What follows belongs to an exercise in optimizing a design on an open flow for small area and a short achievable clock period; a production flow would make more cautious choices.
Where RTL was checked, it was by simulation tests only, not by an equivalence proof against the original.
Power and IR drop assume default switching activity.

==> flow/design.v (excerpt) <==
module scoreboard_ctrl (
    input  logic                      clk,
    input  logic                      rst,
    input  sb_pkg::inst_t             inst,
    input  logic                      inst_valid,
    input  logic [sb_pkg::num_fu-1:0] fu_done,
    output logic                      issue_ack,
    output logic [sb_pkg::num_fu-1:0] ro_en,
    output sb_pkg::fu_op_t            ro_op,
    output sb_pkg::reg_idx_t          rs1_ctrl,
    output sb_pkg::reg_idx_t          rs2_ctrl,
    output logic                      reg_write,
    output sb_pkg::fu_id_t            wb_fu,
    output sb_pkg::reg_idx_t          rd_ctrl
);
Settings: LEC_CHECK=0, CAP_MARGIN=20, CORE_MARGIN=2, CORE_UTILIZATION=70, SETUP_SLACK_MARGIN=1.8, SLEW_MARGIN=20; clock period 4.5 ns.
standard.sh (not shown) runs the stock make flow with config.mk's settings and CLKGATE_MAP_FILE= SYNTH_SCRIPT=/design/flow/synth_recipe.tcl, a recipe that flattens the netlist after the stock synthesis.
==> flow/flow/run.sh <==
#!/bin/bash
# Standard ORFS layout with two changes: the port buffers are plain buffers
# instead of the delay cells buffer_ports picks on its own, and the clock tree
# uses smaller clock buffers and no dummy balancing loads.
set -euo pipefail
export BUFFER_PORTS_ARGS="-buffer_cell sky130_fd_sc_hd__buf_2"
export CTS_ARGS="-sink_clustering_enable -repair_clock_nets -dont_use_dummy_load -buf_list sky130_fd_sc_hd__clkbuf_8 -sink_clustering_size 30"
bash standard.sh > make.log 2>&1
The first run went through all stages and came out clean.
Change:
--- a/flow/design.v
+++ b/flow/design.v
@@ -157,19 +157,19 @@
                 if (u != v) begin
                     if (!busy[v])
                         war[v][u] <= has_d[v] && !rog[u] &&
                                      ((rdy1[u] && rd_s1[u]) || (rdy2[u] && rd_s2[u]));
                     else
                         war[v][u] <= war[v][u] && !rog[u];
                 end
     end
-    logic [4:1] ro_req, wbg, done_n, rdy1_n, rdy2_n, war_n, wb_req_n, wbg_n;
+    logic [4:1] wbg, done_n, rdy1_n, rdy2_n, war_n, wb_req_n, wbg_n;
     logic [4:0] rd_n;
-    assign ro_req = rdy1 & rdy2;
+    logic [4:1] ro_req;
     assign rog = {ro_req[4] & ~|ro_req[3:1], ro_req[3] & ~|ro_req[2:1], ro_req[2] & ~ro_req[1], ro_req[1]};
     always_comb begin
         for (int u = 1; u <= 4; u++) begin
             done_n[u] = busy[u] && !wbg[u] && (done[u] || fu_done[u-1]);
             rdy1_n[u] = busy[u] && !rog[u] && !wbg[u] && (rdy1[u] || wake1[u]);
             rdy2_n[u] = busy[u] && !rog[u] && !wbg[u] && (rdy2[u] || wake2[u]);
         end
         for (int v = 1; v <= 4; v++) begin
@@ -208,32 +208,35 @@
         end
     end
     always_ff @(posedge clk or posedge rst) begin
         if (rst) begin
             busy      <= '0;
             pre       <= '0;
             rdy1      <= '0;
             rdy2      <= '0;
+            ro_req    <= '0;
             done      <= '0;
             issue_ack <= 1'b0;
         end else begin
             issue_ack <= issue_en;
             for (int u = 1; u <= 4; u++) begin
                 if (busy[u]) begin
                     busy[u] <= !wbg[u];
                     pre[u]  <= pre[u] && !rog[u] && !wbg[u];
                     rdy1[u] <= !rog[u] && !wbg[u] && (rdy1[u] || wake1[u]);
                     rdy2[u] <= !rog[u] && !wbg[u] && (rdy2[u] || wake2[u]);
+                    ro_req[u] <= !rog[u] && !wbg[u] && (rdy1[u] || wake1[u]) && (rdy2[u] || wake2[u]);
                     done[u] <= !wbg[u] && (done[u] || fu_done[u-1]);
                 end else begin
                     busy[u] <= issue[u];
                     pre[u]  <= issue[u];
                     rdy1[u] <= issue[u] && !(has_s1[u] && pend1);
                     rdy2[u] <= issue[u] && !(has_s2[u] && pend2);
+                    ro_req[u] <= issue[u] && !(has_s1[u] && pend1) && !(has_s2[u] && pend2);
                     done[u] <= 1'b0;
                 end
             end
         end
     end
     always_ff @(posedge clk) begin
         for (int u = 1; u <= 4; u++) begin
             if (!busy[u]) begin
The changed run went through all stages and came out clean.
Sequential share of layout area is higher by 0.91 points.
Power goes down by about 22%.
Final area goes up by about 1%.
Worst setup slack loses 0.10 ns.
First-iteration DRC count stays the same.
Worst hold slack improved by 0.034 ns.
The RTL of the second run of this note was laid out without a check of its function.

========
alpha:
scoreboard_ctrl, a different RTL version from the one above (not shown whole).
For scale: about 620 cells after synthesis, roughly 130 flip-flops, about 0.0067 mm2 of cells after synthesis.
==> flow/config.mk <==
export PLATFORM = sky130hd
export DESIGN_NAME = scoreboard_ctrl
export DESIGN_NICKNAME = scoreboard_ctrl
export VERILOG_FILES = /design/flow/design.v
export SDC_FILE = /design/flow/constraint.sdc
export NUM_CORES = 4
export LEC_CHECK = 0
export CAP_MARGIN = 20
export CORE_MARGIN = 2
export CORE_UTILIZATION = 70
export SETUP_SLACK_MARGIN = 1.8
export SLEW_MARGIN = 20
==> flow/constraint.sdc <==
create_clock -name core_clock -period 4.5 [get_ports {clk}]
set_input_delay 0.9000 -clock core_clock [delete_from_list [all_inputs] [get_ports {clk}]]
set_output_delay 0.9000 -clock core_clock [all_outputs]
set_load 0.01 [all_outputs]
Scripts as last shown in full above: flow/flow/run.sh
Setup changes, alpha to beta
--- a/flow/design.v
+++ b/flow/design.v
@@ -145,42 +145,39 @@
             rs1_hit[v] = rs1_nz && (rs1 == dst[v]);
             rs2_hit[v] = rs2_nz && (rs2 == dst[v]);
             rd_hit[v]  = rd_nz  && (rd  == dst[v]);
             rd_s1[v]   = rd_nz  && (rd  == src1[v]);
             rd_s2[v]   = rd_nz  && (rd  == src2[v]);
         end
     end
-    logic [4:1][4:1] eq1, eq2;
+    logic [4:1] rog;
+    logic [4:1][4:1] war;
     always_ff @(posedge clk) begin
-        for (int u = 1; u <= 4; u++)
-            for (int v = 1; v <= 4; v++)
+        for (int v = 1; v <= 4; v++)
+            for (int u = 1; u <= 4; u++)
                 if (u != v) begin
-                    if (!busy[u]) begin
-                        eq1[u][v] <= has_s1[u] && rs1_hit[v];
-                        eq2[u][v] <= has_s2[u] && rs2_hit[v];
-                    end else if (!busy[v]) begin
-                        eq1[u][v] <= has_d[v] && rd_s1[u];
-                        eq2[u][v] <= has_d[v] && rd_s2[u];
-                    end
+                    if (!busy[v])
+                        war[v][u] <= has_d[v] && !rog[u] &&
+                                     ((rdy1[u] && rd_s1[u]) || (rdy2[u] && rd_s2[u]));
+                    else
+                        war[v][u] <= war[v][u] && !rog[u];
                 end
     end
-    logic [4:1] ro_req, rog, wbg, done_n, rdy1_n, rdy2_n, war_n, wb_req_n, wbg_n;
+    logic [4:1] ro_req, wbg, done_n, war_n, wb_req_n, wbg_n;
     logic [4:0] rd_n;
     assign ro_req = rdy1 & rdy2;
     assign rog = {ro_req[4] & ~|ro_req[3:1], ro_req[3] & ~|ro_req[2:1], ro_req[2] & ~ro_req[1], ro_req[1]};
     always_comb begin
         for (int u = 1; u <= 4; u++) begin
             done_n[u] = busy[u] && !wbg[u] && (done[u] || fu_done[u-1]);
-            rdy1_n[u] = busy[u] && !rog[u] && !wbg[u] && (rdy1[u] || wake1[u]);
-            rdy2_n[u] = busy[u] && !rog[u] && !wbg[u] && (rdy2[u] || wake2[u]);
         end
         for (int v = 1; v <= 4; v++) begin
             war_n[v] = 1'b0;
             for (int u = 1; u <= 4; u++)
-                if (u != v && ((rdy1_n[u] && eq1[u][v]) || (rdy2_n[u] && eq2[u][v])))
+                if (u != v && war[v][u] && !rog[u])
                     war_n[v] = 1'b1;
         end
     end
     assign wb_req_n = done_n & ~war_n;
     assign wbg_n = {wb_req_n[4] & ~|wb_req_n[3:1], wb_req_n[3] & ~|wb_req_n[2:1],
                     wb_req_n[2] & ~wb_req_n[1], wb_req_n[1]};
     assign rd_n  = ({5{wbg_n[1]}} & dst[1]) | ({5{wbg_n[2]}} & dst[2]) |
@@ -200,49 +197,47 @@
     always_comb begin
         for (int u = 1; u <= 4; u++)
             issue[u] = inst_valid && val[u] && !busy[u] && !(has_d[u] && waw);
     end
     assign issue_en = (inst_valid && !dec_valid) || (|issue);
     always_comb begin
         for (int u = 1; u <= 4; u++) begin
-            wake1[u] = 1'b0;
-            wake2[u] = 1'b0;
-            for (int v = 1; v <= 4; v++)
-                if (v != u) begin
-                    if (wbg[v] && eq1[u][v]) wake1[u] = 1'b1;
-                    if (wbg[v] && eq2[u][v]) wake2[u] = 1'b1;
-                end
-            wake1[u] = wake1[u] && pre[u];
-            wake2[u] = wake2[u] && pre[u];
+            wake1[u] = pre[u] && (|wbg) && (rd_q == src1[u]);
+            wake2[u] = pre[u] && (|wbg) && (rd_q == src2[u]);
         end
     end
     always_ff @(posedge clk or posedge rst) begin
         if (rst) begin
             busy      <= '0;
-            pre       <= '0;
             rdy1      <= '0;
             rdy2      <= '0;
-            done      <= '0;
             issue_ack <= 1'b0;
         end else begin
             issue_ack <= issue_en;
             for (int u = 1; u <= 4; u++) begin
                 if (busy[u]) begin
                     busy[u] <= !wbg[u];
-                    pre[u]  <= pre[u] && !rog[u] && !wbg[u];
                     rdy1[u] <= !rog[u] && !wbg[u] && (rdy1[u] || wake1[u]);
                     rdy2[u] <= !rog[u] && !wbg[u] && (rdy2[u] || wake2[u]);
-                    done[u] <= !wbg[u] && (done[u] || fu_done[u-1]);
                 end else begin
                     busy[u] <= issue[u];
-                    pre[u]  <= issue[u];
                     rdy1[u] <= issue[u] && !(has_s1[u] && pend1);
                     rdy2[u] <= issue[u] && !(has_s2[u] && pend2);
-                    done[u] <= 1'b0;
                 end
+            end
+        end
+    end
+    always_ff @(posedge clk) begin
+        for (int u = 1; u <= 4; u++) begin
+            if (busy[u]) begin
+                pre[u]  <= pre[u] && !rog[u] && !wbg[u];
+                done[u] <= !wbg[u] && (done[u] || fu_done[u-1]);
+            end else begin
+                pre[u]  <= 1'b1;
+                done[u] <= 1'b0;
             end
         end
     end
     always_ff @(posedge clk) begin
         for (int u = 1; u <= 4; u++) begin
             if (!busy[u]) begin
                 dst[u]  <= n_dst[u];
==> run notes <==
| met2 wire length | beta vs alpha | 2.0% higher |
Compared with alpha, in beta wire length of the first global-routing pass increased by 1.5 mm relative to the old numbers, non-clock buffer count saw an increase.
Min number of multi-input logic gates across alpha and beta: alpha
Compared with alpha, beta shows a synthesized cell count that is 2.8% lower.
beta has row count below what alpha had.
The lower setup slack came out of beta.
Between alpha and beta, starting utilization of the core area increased.
Depth of the worst hold-timing path across alpha and beta: no real change.
beta gives more combined global-route utilization of all metal layers than alpha did.
For beta, only the layout was checked, not whether the RTL still works.

==> separate check: timing with driven ports <==
How much do the figures lean on ideal ports? The routed layouts below were timed once more, with nothing changed but the port constraints. Step 1 assumes that a clkbuf_16 drives the clock port and a buf_2 every other input. Step 2 also shifts input and output timing later by t, the mid clock arrival at the registers, as if the neighbouring blocks saw the same clock. Three values: no drivers, after step 1, after step 2; two values: the first two.
run	t, ns	setup WS [ns]	worst hold slack (ns)	worst register clock-pin slew, ns	cell pins on the clock port's net
the first run of note 1	0.449	1.710 / 1.674 / 1.504	0.437 / 0.425 / 0.492	0.08 / 0.08	1
the second run of note 1	0.459	1.609 / 1.573 / 1.317	0.471 / 0.471 / 0.471	0.08 / 0.08	1
alpha	0.463	1.768 / 1.731 / 1.521	0.509 / 0.509 / 0.509	0.08 / 0.08	1
beta	0.460	1.546 / 1.511 / 1.608	0.478 / 0.478 / 0.478	0.08 / 0.08	1
After both steps setup and hold are still met in every run listed. For the second run of note 1, which loses most, drivers alone change the setup slack by -0.036 ns; drivers and shift together by -0.292 ns.
